This design comes from an exercise in tuning for small area on the open sky130 flow, not from production work.
For this run, only the layout was checked, not whether the RTL still works.
Power figures rest on the tool's default switching activity, not on a simulated workload.

### design/flow/config.mk
export PLATFORM = sky130hd
export DESIGN_NAME = rms_current_meter
export DESIGN_NICKNAME = rms_current_meter
export VERILOG_FILES = /design/flow/design.v
export SDC_FILE = /design/flow/constraint.sdc
export NUM_CORES = 4
export LEC_CHECK = 0
export CAP_MARGIN = 20
export CORE_MARGIN = 2
export CORE_UTILIZATION = 40
export SLEW_MARGIN = 20
### design/flow/constraint.sdc
create_clock -name core_clock -period 11.0 [get_ports {clk}]
set_input_delay 2.2000 -clock core_clock [delete_from_list [all_inputs] [get_ports {clk}]]
set_output_delay 2.2000 -clock core_clock [all_outputs]
set_load 0.01 [all_outputs]
### design/flow/design.v
package rcm_pkg;
    localparam int ADC_WIDTH_DEFAULT = 12;
    localparam int FRAC_W            = 16;
    localparam int CAL_W             = 24;
    localparam int WIN_W             = 12;
    localparam int SAMPLE_W          = 12;
    localparam int IN_DATA_W         = 16;
    localparam int RESULT_W          = 32;
    localparam int CFG_ADDR_W        = 1;
    localparam int CFG_DATA_W        = 24;
    localparam int MUL_W             = 32;
    localparam logic [WIN_W-1:0] WIN_RESET = 12'd1480;
    localparam logic [CFG_ADDR_W-1:0] REG_CALIBRATION  = 1'b0;
    localparam logic [CFG_ADDR_W-1:0] REG_SAMPLE_COUNT = 1'b1;
    localparam int               SCALE_SHIFT     = 5;
    localparam logic [MUL_W-1:0] SCALE_RCP       = 32'd858993460;
    localparam int               SCALE_RCP_SHIFT = 33;
endpackage
module rcm_sub #(
    parameter int WIDTH = 31
) (
    input  logic [WIDTH-1:0] a,
    input  logic [WIDTH-1:0] b,
    output logic [WIDTH-1:0] diff,
    output logic             ge
);
    logic [WIDTH:0] full;
    assign full = {1'b0, a} - {1'b0, b};
    assign diff = full[WIDTH-1:0];
    assign ge   = ~full[WIDTH];
endmodule
module rcm_mul #(
    parameter int WIDTH = 28
) (
    input  logic               clk,
    input  logic [WIDTH-1:0]   a,
    input  logic [WIDTH-1:0]   b,
    output logic [2*WIDTH-1:0] prod
);
    logic [2*WIDTH-1:0] prod_reg;
    always_ff @(posedge clk)
    begin
        prod_reg <= a * b;
    end
    assign prod = prod_reg;
endmodule
module rms_current_meter #(
    parameter int ADC_WIDTH = rcm_pkg::ADC_WIDTH_DEFAULT
) (
    input  logic                             clk,
    input  logic                             rst_n,
    input  logic [rcm_pkg::IN_DATA_W-1:0]    s_axis_tdata,
    input  logic                             s_axis_tvalid,
    output logic                             s_axis_tready,
    output logic [rcm_pkg::RESULT_W-1:0]     m_axis_tdata,
    output logic                             m_axis_tvalid,
    input  logic                             m_axis_tready,
    input  logic                             cfg_we,
    input  logic [rcm_pkg::CFG_ADDR_W-1:0]   cfg_addr,
    input  logic [rcm_pkg::CFG_DATA_W-1:0]   cfg_data
);
    localparam logic [3:0] S_IDLE = 4'd0;
    localparam logic [3:0] S_UPDP = 4'd1;
    localparam logic [3:0] S_UPDM = 4'd2;
    localparam logic [3:0] S_MUL  = 4'd3;
    localparam logic [3:0] S_WACC = 4'd4;
    localparam logic [3:0] S_ACC  = 4'd5;
    localparam logic [3:0] S_DIV  = 4'd6;
    localparam logic [3:0] S_SQRT = 4'd7;
    localparam logic [3:0] S_CMUL = 4'd8;
    localparam logic [3:0] S_WR5  = 4'd9;
    localparam logic [3:0] S_R5   = 4'd10;
    localparam logic [3:0] S_WQ5  = 4'd11;
    localparam logic [3:0] S_Q5   = 4'd12;
    localparam logic [3:0] S_OUT  = 4'd13;
    logic [7:0] o [4];
    logic [7:0] p [4];
    logic [7:0] a [8];
    logic [7:0] d8;
    logic [7:0] o_in, p_in, a_in;
    logic       p_en, d8_en;
    logic [7:0] d8_in;
    logic [3:0] state, state_n;
    logic [2:0] t;
    logic [5:0] k, k_n;
    logic       ofs_init, ofs_init_n;
    logic       acc_clr, acc_clr_n;
    logic       out_valid, out_valid_n;
    logic       div_tail, div_tail_n;
    logic       sq_tail, sq_tail_n;
    logic       sq_tail_rd, sq_tail_rd_n;
    logic       sq_tail_wr, sq_tail_wr_n;
    logic       cm_tail, cm_tail_n;
    logic [23:0] cal_reg;
    logic [11:0] win_reg;
    logic        cal_def, win_def;
    logic       s_neg, s_neg_n;           
    logic [3:0] dnib, dnib_n;
    logic       dbor, dbor_n;
    logic       ocar, ocar_n;
    logic       mbor, mbor_n;
    logic [3:0] mnib, mnib_n;
    logic       acar, acar_n;
    logic       mcur, mcur_n;
    logic       mnext, mnext_n;
    logic       minit, minit_n;
    logic       sh7, sh7_n;
    logic       rprev, rprev_n;
    logic       dcar, dcar_n;
    logic       rsign, rsign_n;
    logic [1:0] pairr, pairr_n;
    logic       sq_neg, sq_neg_n;
    logic       sq_q, sq_q_n;
    logic       sprev7, sprev7_n;
    logic [2:0] sprev3, sprev3_n;
    logic [1:0] rprev2, rprev2_n;
    logic       scar, scar_n;
    logic [4:0] qprev5, qprev5_n;
    logic       ycar, ycar_n;
    logic [6:0] yprev7, yprev7_n;
    logic [2:0] r5, r5_n;
    logic       wbor, wbor_n;
    logic [1:0] qp67, qp67_n;
    logic       qbor, qbor_n;
    logic [1:0]  tm4;
    logic [11:0] x;
    logic [23:0] cal_eff;
    logic [11:0] win_eff, lmax;
    assign tm4     = t[1:0];
    assign x       = s_axis_tdata[11:0];
    assign cal_eff = cal_def ? 24'd0 : cal_reg;
    assign win_eff = win_def ? 12'd1480 : win_reg;
    assign lmax    = (win_eff == 12'd0) ? 12'd1 : win_eff;
    function automatic logic [7:0] rrow(input logic [1:0] row, input logic [11:0] xv);
        case (row)
            2'd2:    rrow = xv[7:0];
            2'd3:    rrow = {4'h0, xv[11:8]};
            default: rrow = 8'h00;
        endcase
    endfunction
    function automatic logic [7:0] orow(input logic init, input logic [1:0] row, input logic [7:0] v);
        if (init)
            orow = (row == 2'd3) ? 8'h08 : 8'h00;
        else
            orow = v;
    endfunction
    logic       mul_act;
    logic [1:0] mc;
    logic [7:0] mrow;
    logic [7:0] m16, pin, madd;
    logic [8:0] msum;
    logic       mlook;
    always_comb
    begin
        state_n      = state;
        k_n          = k;
        ofs_init_n   = ofs_init;
        acc_clr_n    = acc_clr;
        out_valid_n  = out_valid;
        div_tail_n   = 1'b0;
        sq_tail_n    = 1'b0;
        sq_tail_rd_n = 1'b0;
        sq_tail_wr_n = 1'b0;
        cm_tail_n    = 1'b0;
        s_neg_n      = s_neg;
        dnib_n       = dnib;
        dbor_n       = dbor;
        ocar_n       = ocar;
        mbor_n       = mbor;
        mnib_n       = mnib;
        acar_n       = acar;
        mcur_n       = mcur;
        mnext_n      = mnext;
        minit_n      = minit;
        sh7_n        = sh7;
        rprev_n      = rprev;
        dcar_n       = dcar;
        rsign_n      = rsign;
        pairr_n      = pairr;
        sq_neg_n     = sq_neg;
        sq_q_n       = sq_q;
        sprev7_n     = sprev7;
        sprev3_n     = sprev3;
        rprev2_n     = rprev2;
        scar_n       = scar;
        qprev5_n     = qprev5;
        ycar_n       = ycar;
        yprev7_n     = yprev7;
        r5_n         = r5;
        wbor_n       = wbor;
        qp67_n       = qp67;
        qbor_n       = qbor;
        o_in  = o[0];
        p_in  = p[0];
        a_in  = a[0];
        p_en  = 1'b1;
        d8_en = 1'b0;
        d8_in = d8;
        s_axis_tready = 1'b0;
        mul_act = 1'b0;
        mc      = tm4;
        mrow    = 8'h00;
        if (state == S_UPDP || state == S_UPDM)
        begin
            logic [7:0] tap, drow, dsh, orw;
            logic [8:0] dd, os;
            logic       bin;
            dsh = 8'h00; orw = 8'h00; os = '0;
            tap = orow(ofs_init, tm4 + 2'd2, o[2]);
            bin = (state == S_UPDP && tm4 == 2'd2) ? 1'b0 : dbor;
            dd  = {1'b0, rrow(tm4 + 2'd2, x)} - {1'b0, tap} - {8'd0, bin};
            if (state == S_UPDM && tm4[1])
                drow = {8{s_neg}};
            else
                drow = dd[7:0];
            dnib_n = drow[7:4];
            dbor_n = dd[8];
            if (state == S_UPDM)
            begin
                dsh = {drow[3:0], dnib};
                orw = orow(ofs_init, tm4, o[0]);
                os  = {1'b0, orw} + {1'b0, dsh} + {8'd0, (tm4 == 2'd0) ? 1'b0 : ocar};
                ocar_n = os[8];
                o_in   = os[7:0];
                if (tm4 == 2'd1)
                    s_neg_n = dd[7];
            end
            if (state == S_UPDP && tm4 == 2'd3)
                state_n = S_UPDM;
            if (state == S_UPDM && tm4 == 2'd3)
            begin
                ofs_init_n = 1'b0;
                state_n    = S_MUL;
                k_n        = '0;
                minit_n    = 1'b1;
            end
        end
        if (state == S_MUL)
        begin
            logic [7:0] rr, am, bm;
            logic [8:0] md;
            rr = rrow(tm4, x);
            am = s_neg ? o[0] : rr;
            bm = s_neg ? rr : o[0];
            md = {1'b0, am} - {1'b0, bm} - {8'd0, (tm4 == 2'd0) ? 1'b0 : mbor};
            mbor_n  = md[8];
            mrow    = md[7:0];
            mul_act = 1'b1;
            mc      = tm4;
            if (tm4 == k[4:3])
                mnext_n = mrow[k[2:0]];
            if (tm4 == 2'd0 && k >= 6'd21)
                d8_en = 1'b1;
            if (tm4 == 2'd3)
            begin
                mcur_n  = (k[4:3] == 2'd3) ? mrow[k[2:0]] : mnext;
                minit_n = 1'b0;
                k_n     = k + 6'd1;
                if (k == 6'd28)
                begin
                    s_axis_tready = 1'b1;
                    state_n       = (t == 3'd7) ? S_ACC : S_WACC;
                end
            end
        end
        if (state == S_WACC && t == 3'd7)
            state_n = S_ACC;
        if (state == S_CMUL)
        begin
            if (t == 3'd4)
            begin
                mcur_n  = (k == 6'd0) ? 1'b0 : cal_eff[k[4:0] - 5'd1];
                minit_n = (k == 6'd0);
            end
            if (t >= 3'd5)
            begin
                mul_act = 1'b1;
                mc      = t[1:0] - 2'd1;
                mrow    = a[0];
                if (t == 3'd5 && k >= 6'd17)
                    d8_en = 1'b1;
                if (t == 3'd7)
                begin
                    cm_tail_n = 1'b1;
                    k_n       = k + 6'd1;
                    if (k == 6'd24)
                    begin
                        state_n = S_WR5;
                        k_n     = '0;
                    end
                end
            end
        end
        if (cm_tail)
        begin
            mul_act = 1'b1;
            mc      = 2'd3;
            mrow    = {4'h0, a[0][3:0]};
        end
        m16  = {mrow[3:0], (mc == 2'd0) ? 4'h0 : mnib};
        pin  = minit ? 8'h00 : p[0];
        madd = (mcur && !minit) ? m16 : 8'h00;
        msum = {1'b0, pin} + {1'b0, madd} + {8'd0, (mc == 2'd0) ? 1'b0 : acar};
        if (mc == 2'd3)
            mlook = msum[8];
        else
            mlook = (p[1][0] & !minit) ^ (mcur & !minit & mrow[4]) ^ msum[8];
        if (mul_act)
        begin
            mnib_n = mrow[7:4];
            acar_n = msum[8];
            p_in   = {mlook, msum[7:1]};
            d8_in  = {msum[0], d8[7:1]};
        end
        if (state == S_ACC)
        begin
            logic [7:0] av, ad;
            logic [4:0] lo, hi;
            logic [11:0] n_new;
            av = acc_clr ? 8'h00 : a[0];
            if (t == 3'd0)
                ad = d8;
            else if (t <= 3'd4)
                ad = p[3];
            else
                ad = 8'h00;
            lo = {1'b0, av[3:0]} + {1'b0, ad[3:0]} + {4'd0, (t == 3'd0) ? 1'b0 : acar};
            hi = {1'b0, av[7:4]} + {1'b0, ad[7:4]} + {4'd0, (t == 3'd6) ? 1'b1 : lo[4]};
            acar_n = hi[4];
            a_in   = {hi[3:0], lo[3:0]};
            n_new  = {a_in, a[7][7:4]};
            if (t == 3'd7)
            begin
                acc_clr_n = 1'b0;
                if (n_new >= lmax)
                begin
                    state_n = S_DIV;
                    k_n     = '0;
                    rsign_n = 1'b0;
                end
                else
                    state_n = S_IDLE;
            end
        end
        if (state == S_DIV || div_tail)
        begin
            logic       sub, qbit;
            logic [7:0] ain, bin;
            logic [8:0] ds;
            logic       cin;
            sub  = !rsign;
            ain  = 8'h00;
            bin  = 8'h00;
            cin  = 1'b0;
            qbit = 1'b0;
            ds   = '0;
            if (div_tail)
            begin
                ain     = {6'd0, p[0][0], rprev};
                bin     = {8{sub}};
                cin     = dcar;
                ds      = {1'b0, ain} + {1'b0, bin} + {8'd0, cin};
                rsign_n = ds[1];
                qbit    = !ds[1];
                p_in    = {p[0][7:2], ds[1:0]};
            end
            if (state == S_DIV)
            begin
                if (t <= 3'd5)
                    a_in = {a[0][6:0], (t == 3'd0) ? qbit : sh7};
                else if (t == 3'd6)
                    a_in = {a[0][7:4], a[0][2:0], sh7};
                sh7_n = a[0][7];
                if (k != 6'd52 && t == 3'd6)
                begin
                    ain    = {p[0][6:4], a[0][3], 4'h0};
                    bin    = {a[0][7:4] ^ {4{sub}}, {4{sub}}};
                    ds     = {1'b0, ain} + {1'b0, bin} + {8'd0, sub};
                    p_in   = {ds[7:4], p[0][3:0]};
                    rprev_n = p[0][7];
                    dcar_n = ds[8];
                end
                if (k != 6'd52 && t == 3'd7)
                begin
                    ain    = {p[0][6:0], rprev};
                    bin    = a[0] ^ {8{sub}};
                    ds     = {1'b0, ain} + {1'b0, bin} + {8'd0, dcar};
                    p_in   = ds[7:0];
                    rprev_n = p[0][7];
                    dcar_n = ds[8];
                    div_tail_n = 1'b1;
                end
                if ((k == 6'd0 && t <= 3'd3) || k == 6'd52)
                    p_in = 8'h00;
                if (t == 3'd7)
                begin
                    k_n = k + 6'd1;
                    if (k == 6'd52)
                    begin
                        state_n  = S_SQRT;
                        k_n      = '0;
                        sq_neg_n = 1'b0;
                        sq_q_n   = 1'b0;
                    end
                end
            end
        end
        if (state == S_SQRT || sq_tail)
        begin
            logic [1:0] c;
            logic [7:0] srow, root, v, r4, rn;
            logic [8:0] rs;
            logic       sub;
            logic       win;
            root = 8'h00; v = 8'h00; r4 = 8'h00; rn = 8'h00; rs = '0; sub = 1'b0;
            win = 1'b0;
            c   = 2'd0;
            if (sq_tail)
            begin
                win  = 1'b1;
                c    = 2'd3;
                srow = sq_tail_rd ? {4'h0, a[0][3:0]} : 8'h00;
            end
            else
                srow = (k == 6'd0) ? 8'h00 : a[0];
            if (state == S_SQRT)
            begin
                logic [5:0] idx;
                idx = 6'd39 - {k[4:0], 1'b0};
                if (k < 6'd20)
                begin
                    if (t == idx[5:3])
                        pairr_n = a[0][{idx[2:1], 1'b1} -: 2];
                end
                else if (t == 3'd0)
                    pairr_n = 2'b00;
                if (t >= 3'd5)
                begin
                    win = 1'b1;
                    c   = t[1:0] - 2'd1;
                end
            end
            if (win)
            begin
                sub  = !sq_neg;
                root = {srow[6:0], (c == 2'd0) ? sq_q : sprev7};
                v    = {srow[4:0], (c == 2'd0) ? {sq_q, sq_neg, 1'b1} : sprev3};
                r4   = {p[0][5:0], (c == 2'd0) ? pairr : rprev2};
                rs   = {1'b0, r4} + {1'b0, v ^ {8{sub}}} + {8'd0, (c == 2'd0) ? sub : scar};
                rn   = rs[7:0];
                sprev7_n = srow[7];
                sprev3_n = srow[7:5];
                rprev2_n = p[0][7:6];
                scar_n   = rs[8];
                p_in     = rn;
                if (c == 2'd3)
                begin
                    sq_neg_n = rn[7];
                    sq_q_n   = !rn[7];
                    if (sq_tail_wr)
                        a_in = {a[0][7:4], root[3:0]};
                end
                else
                    a_in = root;
            end
            if (state == S_SQRT && t == 3'd7)
            begin
                sq_tail_n    = 1'b1;
                sq_tail_rd_n = (k >= 6'd21);
                sq_tail_wr_n = (k >= 6'd20);
                k_n          = k + 6'd1;
                if (k == 6'd28)
                begin
                    state_n = S_CMUL;
                    k_n     = '0;
                end
            end
        end
        if (state == S_WR5 && t == 3'd1)
        begin
            state_n = S_R5;
            k_n     = '0;
        end
        if (state == S_WQ5 && t == 3'd1)
        begin
            state_n = S_Q5;
            k_n     = '0;
        end
        if (state == S_R5 || state == S_Q5)
        begin
            logic [7:0] qr, q5, zr, wr, qo;
            logic [8:0] ys, ws;
            logic [9:0] rsum;
            logic [2:0] tau;
            logic       br;
            logic [9:0] qq;
            wr = 8'h00; ws = '0; qo = 8'h00; rsum = '0; br = 1'b0; qq = '0;
            tau = k[2:0];
            if (tau == 3'd0)
                qr = d8;
            else if (tau <= 3'd4)
                qr = p[2];
            else
                qr = 8'h00;
            q5 = {qr[2:0], (tau == 3'd0) ? 5'd0 : qprev5};
            ys = {1'b0, qr} + {1'b0, q5} + {8'd0, (tau == 3'd0) ? 1'b0 : ycar};
            qprev5_n = qr[7:3];
            ycar_n   = ys[8];
            yprev7_n = ys[7:1];
            zr = {ys[0], yprev7};
            if (state == S_R5)
            begin
                rsum = {2'b00, zr} + {7'd0, (tau == 3'd0) ? 3'd0 : r5};
                if (tau == 3'd0)
                    r5_n = 3'd0;
                else if (tau >= 3'd3)
                    r5_n = 3'(rsum % 10'd5);
            end
            else
            begin
                ws = {1'b0, zr} - {6'd0, (tau == 3'd3) ? r5 : 3'd0}
                                - {8'd0, (tau == 3'd3) ? 1'b0 : wbor};
                wr = ws[7:0];
                qq[1:0] = (tau == 3'd3) ? 2'b00 : qp67;
                br = (tau == 3'd3) ? 1'b0 : qbor;
                for (int b = 0; b < 8; b++)
                begin
                    logic [1:0] fs;
                    fs = {1'b0, wr[b]} - {1'b0, qq[b]} - {1'b0, br};
                    qq[b + 2] = fs[0];
                    br        = fs[1];
                end
                qo = qq[9:2];
                if (tau >= 3'd3)
                begin
                    wbor_n = ws[8];
                    qp67_n = qo[7:6];
                    qbor_n = br;
                    p_in   = qo;
                end
            end
            k_n = k + 6'd1;
            if (tau == 3'd6)
            begin
                if (state == S_R5)
                    state_n = S_WQ5;
                else
                begin
                    state_n     = S_OUT;
                    out_valid_n = 1'b1;
                    acc_clr_n   = 1'b1;
                end
            end
        end
        if (state == S_OUT)
        begin
            p_en = 1'b0;
            if (m_axis_tready)
            begin
                out_valid_n = 1'b0;
                state_n     = S_IDLE;
            end
        end
        if (state == S_IDLE && s_axis_tvalid && tm4 == 2'd1)
            state_n = S_UPDP;
    end
    always_ff @(posedge clk or negedge rst_n)
    begin
        if (!rst_n)
        begin
            state      <= S_IDLE;
            t          <= '0;
            k          <= '0;
            ofs_init   <= 1'b1;
            acc_clr    <= 1'b1;
            out_valid  <= 1'b0;
            div_tail   <= 1'b0;
            sq_tail    <= 1'b0;
            sq_tail_rd <= 1'b0;
            sq_tail_wr <= 1'b0;
            cm_tail    <= 1'b0;
            cal_def    <= 1'b1;
            win_def    <= 1'b1;
        end
        else
        begin
            state      <= state_n;
            t          <= t + 3'd1;
            k          <= k_n;
            ofs_init   <= ofs_init_n;
            acc_clr    <= acc_clr_n;
            out_valid  <= out_valid_n;
            div_tail   <= div_tail_n;
            sq_tail    <= sq_tail_n;
            sq_tail_rd <= sq_tail_rd_n;
            sq_tail_wr <= sq_tail_wr_n;
            cm_tail    <= cm_tail_n;
            if (cfg_we && cfg_addr == rcm_pkg::REG_CALIBRATION)
                cal_def <= 1'b0;
            if (cfg_we && cfg_addr == rcm_pkg::REG_SAMPLE_COUNT)
                win_def <= 1'b0;
        end
    end
    always_ff @(posedge clk)
    begin
        if (cfg_we && cfg_addr == rcm_pkg::REG_CALIBRATION)
            cal_reg <= cfg_data[23:0];
        if (cfg_we && cfg_addr == rcm_pkg::REG_SAMPLE_COUNT)
            win_reg <= cfg_data[11:0];
        o[0] <= o[1];
        o[1] <= o[2];
        o[2] <= o[3];
        o[3] <= o_in;
        if (p_en)
        begin
            p[0] <= p[1];
            p[1] <= p[2];
            p[2] <= p[3];
            p[3] <= p_in;
        end
        for (int i = 0; i < 7; i++)
            a[i] <= a[i + 1];
        a[7] <= a_in;
        if (d8_en)
            d8 <= d8_in;
        s_neg  <= s_neg_n;
        dnib   <= dnib_n;
        dbor   <= dbor_n;
        ocar   <= ocar_n;
        mbor   <= mbor_n;
        mnib   <= mnib_n;
        acar   <= acar_n;
        mcur   <= mcur_n;
        mnext  <= mnext_n;
        minit  <= minit_n;
        sh7    <= sh7_n;
        rprev  <= rprev_n;
        dcar   <= dcar_n;
        rsign  <= rsign_n;
        pairr  <= pairr_n;
        sq_neg <= sq_neg_n;
        sq_q   <= sq_q_n;
        sprev7 <= sprev7_n;
        sprev3 <= sprev3_n;
        rprev2 <= rprev2_n;
        scar   <= scar_n;
        qprev5 <= qprev5_n;
        ycar   <= ycar_n;
        yprev7 <= yprev7_n;
        r5     <= r5_n;
        wbor   <= wbor_n;
        qp67   <= qp67_n;
        qbor   <= qbor_n;
    end
    assign m_axis_tdata  = {p[3], p[2], p[1], p[0]};
    assign m_axis_tvalid = out_valid;
endmodule
### design/flow/run.sh
#!/bin/bash
# synth_recipe.tcl (not shown) runs the flow's synth.tcl, then flattens the netlist and writes it again
# the make line also repeats each setting of config.mk as NAME=value (left out here)
make -C /OpenROAD-flow-scripts/flow DESIGN_CONFIG=/design/flow/config.mk WORK_HOME=/design/flow/orfs CLKGATE_MAP_FILE= SYNTH_SCRIPT=/design/flow/synth_recipe.tcl finish
==> impl_metrics.env <==
export IMPL_status="complete, no violations"
export IMPL_cp_slowest_cell="a211oi_2"
export IMPL_largest_registers="a: 64 flops, o: 32 flops, p: 32 flops"
export IMPL_synthCells=1619
export IMPL_die_h_um=201
export IMPL_h_tree_depth=1
export IMPL_placed_cell_area_sq_mm=0.0168
export IMPL_grt_busiest_layer="met2"
export IMPL_grtUsageTotal=0.210
export IMPL_r2r_slack_ns=0.85
export IMPL_die_x_um=201
export IMPL_whs_path_depth=0
export IMPL_slowest_delay_ns=0.61
export IMPL_clkTransAtPathRegs_ns=0.06
export IMPL_max_flop_register="a"
export IMPL_rsz0062_at_grt="no"
export IMPL_min_from="a[2][4]"
export IMPL_clockRootBuffer="clkbuf_16"
export IMPL_grt_pass1_wl_mm=67.5
export IMPL_ys_warn_count=4
export IMPL_setup_viol=0
export IMPL_drt_vias_per_instance=5.56
export IMPL_grt_use_met1=0.294
export IMPL_nNetsFinal=1853
export IMPL_coreArea_sq_mm=0.0386
export IMPL_insertion_delay_ns=0.59
export IMPL_critPathMaxFanout=19
export IMPL_tightest_slew_ns=1.05
export IMPL_leakagePower_uw=0.00716
export IMPL_worstHoldEndpoint="a[1][4]"
export IMPL_pin_count=80
export IMPL_slew_viol_final=0
export IMPL_crit_top_cell="ha_1"
export IMPL_syn_num_nets=1802
export IMPL_crit_path_start_kind="register"
export IMPL_final_util=0.462
export IMPL_port_buffers=75
export IMPL_met3_usage=0.0279
export IMPL_crit_buf_inv=3
export IMPL_finalSetupTns_ns=0
export IMPL_async_flop_share=0.0939
export IMPL_ys_dominant_reg_cell="edfxtp_1"
export IMPL_cts_hold_buf=0
export IMPL_netlist_area_leader_share=0.233
export IMPL_largest_reg_flops=64
export IMPL_cp_required_ns=11.32
export IMPL_drv_cap=0
export IMPL_ys_top_cells_by_count="137 x nand2_1, 121 x edfxtp_1, 112 x nor2_1"
export IMPL_dieArea_sq_mm=0.0405
export IMPL_yosysMostFrequentCell="nand2_1"
export IMPL_start_util=0.404
export IMPL_hold_violations=0
export IMPL_min_path_type="reg2reg"
export IMPL_maxSlewHeadroom=0.298
export IMPL_power_density_mw_per_mm2=356
export IMPL_fillCellCount=3729
export IMPL_dp_cells=2157
export IMPL_grt_ovfl_total=0
export IMPL_use_met2=0.340
export IMPL_routedWlPerCell_um=19.3
export IMPL_synthToLayoutAreaGrowth_pct=14.3
export IMPL_path_delay_family="compound AO/OA/AOI/OAI gates"
export IMPL_min_period_ns=10.15
export IMPL_antenna_found_initial=0
export IMPL_wl_mm=42.8
export IMPL_cts_sinks=245
export IMPL_fin_crit_sh=0.923
export IMPL_worstPathArrival_ns=10.47
export IMPL_yosysUniqueCellTypes=93
export IMPL_synth_edf_count=121
export IMPL_grt_pass1_vias=11900
export IMPL_rows=72
export IMPL_synth_top_area_cell="edfxtp_1"
export IMPL_clk_path_buf_depth=3
export IMPL_place_ws_ns=1.01
export IMPL_yosysSeqAreaShare=0.400
export IMPL_fin_area_sq_mm=0.0178
export IMPL_drc=0
export IMPL_numCtsBuffers=29
export IMPL_n_antenna_cell=0
export IMPL_startpoint="k[0]"
export IMPL_postCtsResizedCells=0
export IMPL_firstDrtPassIters=5
export IMPL_syn_avg_cell_area_sq_um=9.62
export IMPL_post_cts_setup_buffer_count=0
export IMPL_ant_nets=0
export IMPL_timing_rr_start="k[0]"
export IMPL_netlist_area_sq_mm=0.0156
export IMPL_r2r_cells=35
export IMPL_synth_area_leaders="edfxtp_1 23%, dfxtp_1 13%, ha_1 8.7%"
export IMPL_dp_hpwl_mm=32.4
export IMPL_irDropWorstVdd_mv=0.217
export IMPL_r2r_end="r5[2]"
export IMPL_setup_ws_ns=0.848
export IMPL_path_class="reg2reg"
export IMPL_fmax_mhz=98.5
export IMPL_finalWeightedCongestion=0.907
export IMPL_synth_ff_latch_count=245
export IMPL_cp_end_kind="register"
export IMPL_cts_tree="built"
export IMPL_clock_skew_ns=0.0262
export IMPL_via_count=12300
export IMPL_drt_initial_drc_count=1012
export IMPL_final_cells=2211
export IMPL_grt_max_degree=33
export IMPL_drive_gt1_frac=0.0679
report_power, final:
part | total, uW | internal [uW] | switching [uW]
Sequential | 1590 | 1320 | 266
Clock | 968 | 547 | 422
Combinational | 3780 | 1620 | 2150
Total | 6330 | 3490 | 2840
worst max path at each step:
stage | endpoint | slack, ns | cells past startpoint
CTS | r5[2] | 0.93 | 35
finish | r5[2] | 0.85 | 35
detailed placement | r5[2] | 1.01 | 35
global route | r5[2] | 0.19 | 35
floorplan | r5[2] | 2.02 | 42
global placement | r5[2] | 1.13 | 35
metal layers:
metal  share of wire  routed length [um]  up-vias
li1                -                   -     5911
met1            0.45               19400     5899
met2            0.46               19500      414
met3           0.060                2570       73
met4           0.031                1320        0
met5               0                   0        -
per-stage QoR:
stage | total power, uW | hold slack, ns
after detailed placement | 5340 | 0.312
final | 6330 | 0.323
after global routing | 6860 | 0.326
after CTS | 6340 | 0.324
after floorplan | 4330 | 0.310
after global placement | 5280 | 0.310
cells by family (layout without fill, tap and decap cells):
family / count (synthesis) / in the layout / share of synthesized area
multiplexers: 49 / 49 / 0.0403
flip-flops: 245 / 245 / 0.400
XOR/XNOR: 98 / 98 / 0.0551
buffers and inverters: 181 / 255 / 0.0456
adder cells (fa/ha/maj): 138 / 138 / 0.125
AND/OR/NAND/NOR: 480 / 480 / 0.151
AO/OA/AOI/OAI: 428 / 428 / 0.183
cells in the final DEF (no fill, tap or decap), drive strengths merged, types with 12 or more instances in the layout:
cell,n
nor2,113
xor2,32
edfxtp,121
and2,25
nand2,137
nand4,12
dfrtp,19
dfxtp,101
clkdlybuf4s50,75
o21a,17
inv,118
nand2b,39
a22oi,21
o21ai,110
nor2b,53
mux2i,30
o22ai,14
a21oi,101
clkbuf,34
nor3,24
a31oi,14
ha,108
o211ai,13
a21o,34
buf,16
nand3,34
fa,29
xnor2,66
final cells by class:
cell class                 instances  area (sq um)  area share
multi-input combinational       1193          8640       0.486
sequential                       245          6240       0.350
timing repair buffer              91           871      0.0489
clock buffer                      34           818      0.0460
tap                              518           648      0.0364
inverter                         110           413      0.0232
clock inverter                    20           165     0.00928
worst register-to-register path, delay by kind of cell, from the launching register on:
family / cells / cell delay [ns]
compound gates: 12 / 3.25
simple gates: 11 / 2.96
buf+inv: 3 / 0.58
fa+ha+maj: 5 / 1.65
mux: 1 / 0.29
flops: 1 / 0.38
xor+xnor: 3 / 0.74

port drivers added, routing unchanged:
Ports are ideal in the flow. The routed layout listed here was re-timed in OpenROAD. Step 1 sets driving cells, clkbuf_16 on the clock port and buf_2 on the other inputs (assumed; they add their load-dependent delay and slew). Step 2 also shifts input and output timing later by t, the mid clock arrival at the registers, as if the neighbouring blocks saw the same clock. Three values: ideal, step 1, step 2; two values: the first two.
shift t [ns]: 0.625
setup slack, ns: 0.848 / 0.848 / 0.848
worst setup path after step 2: register to register
After both steps this run still meets setup and hold. The setup slack of this run moves by 0.000 ns with the drivers and by 0.000 ns with both steps.
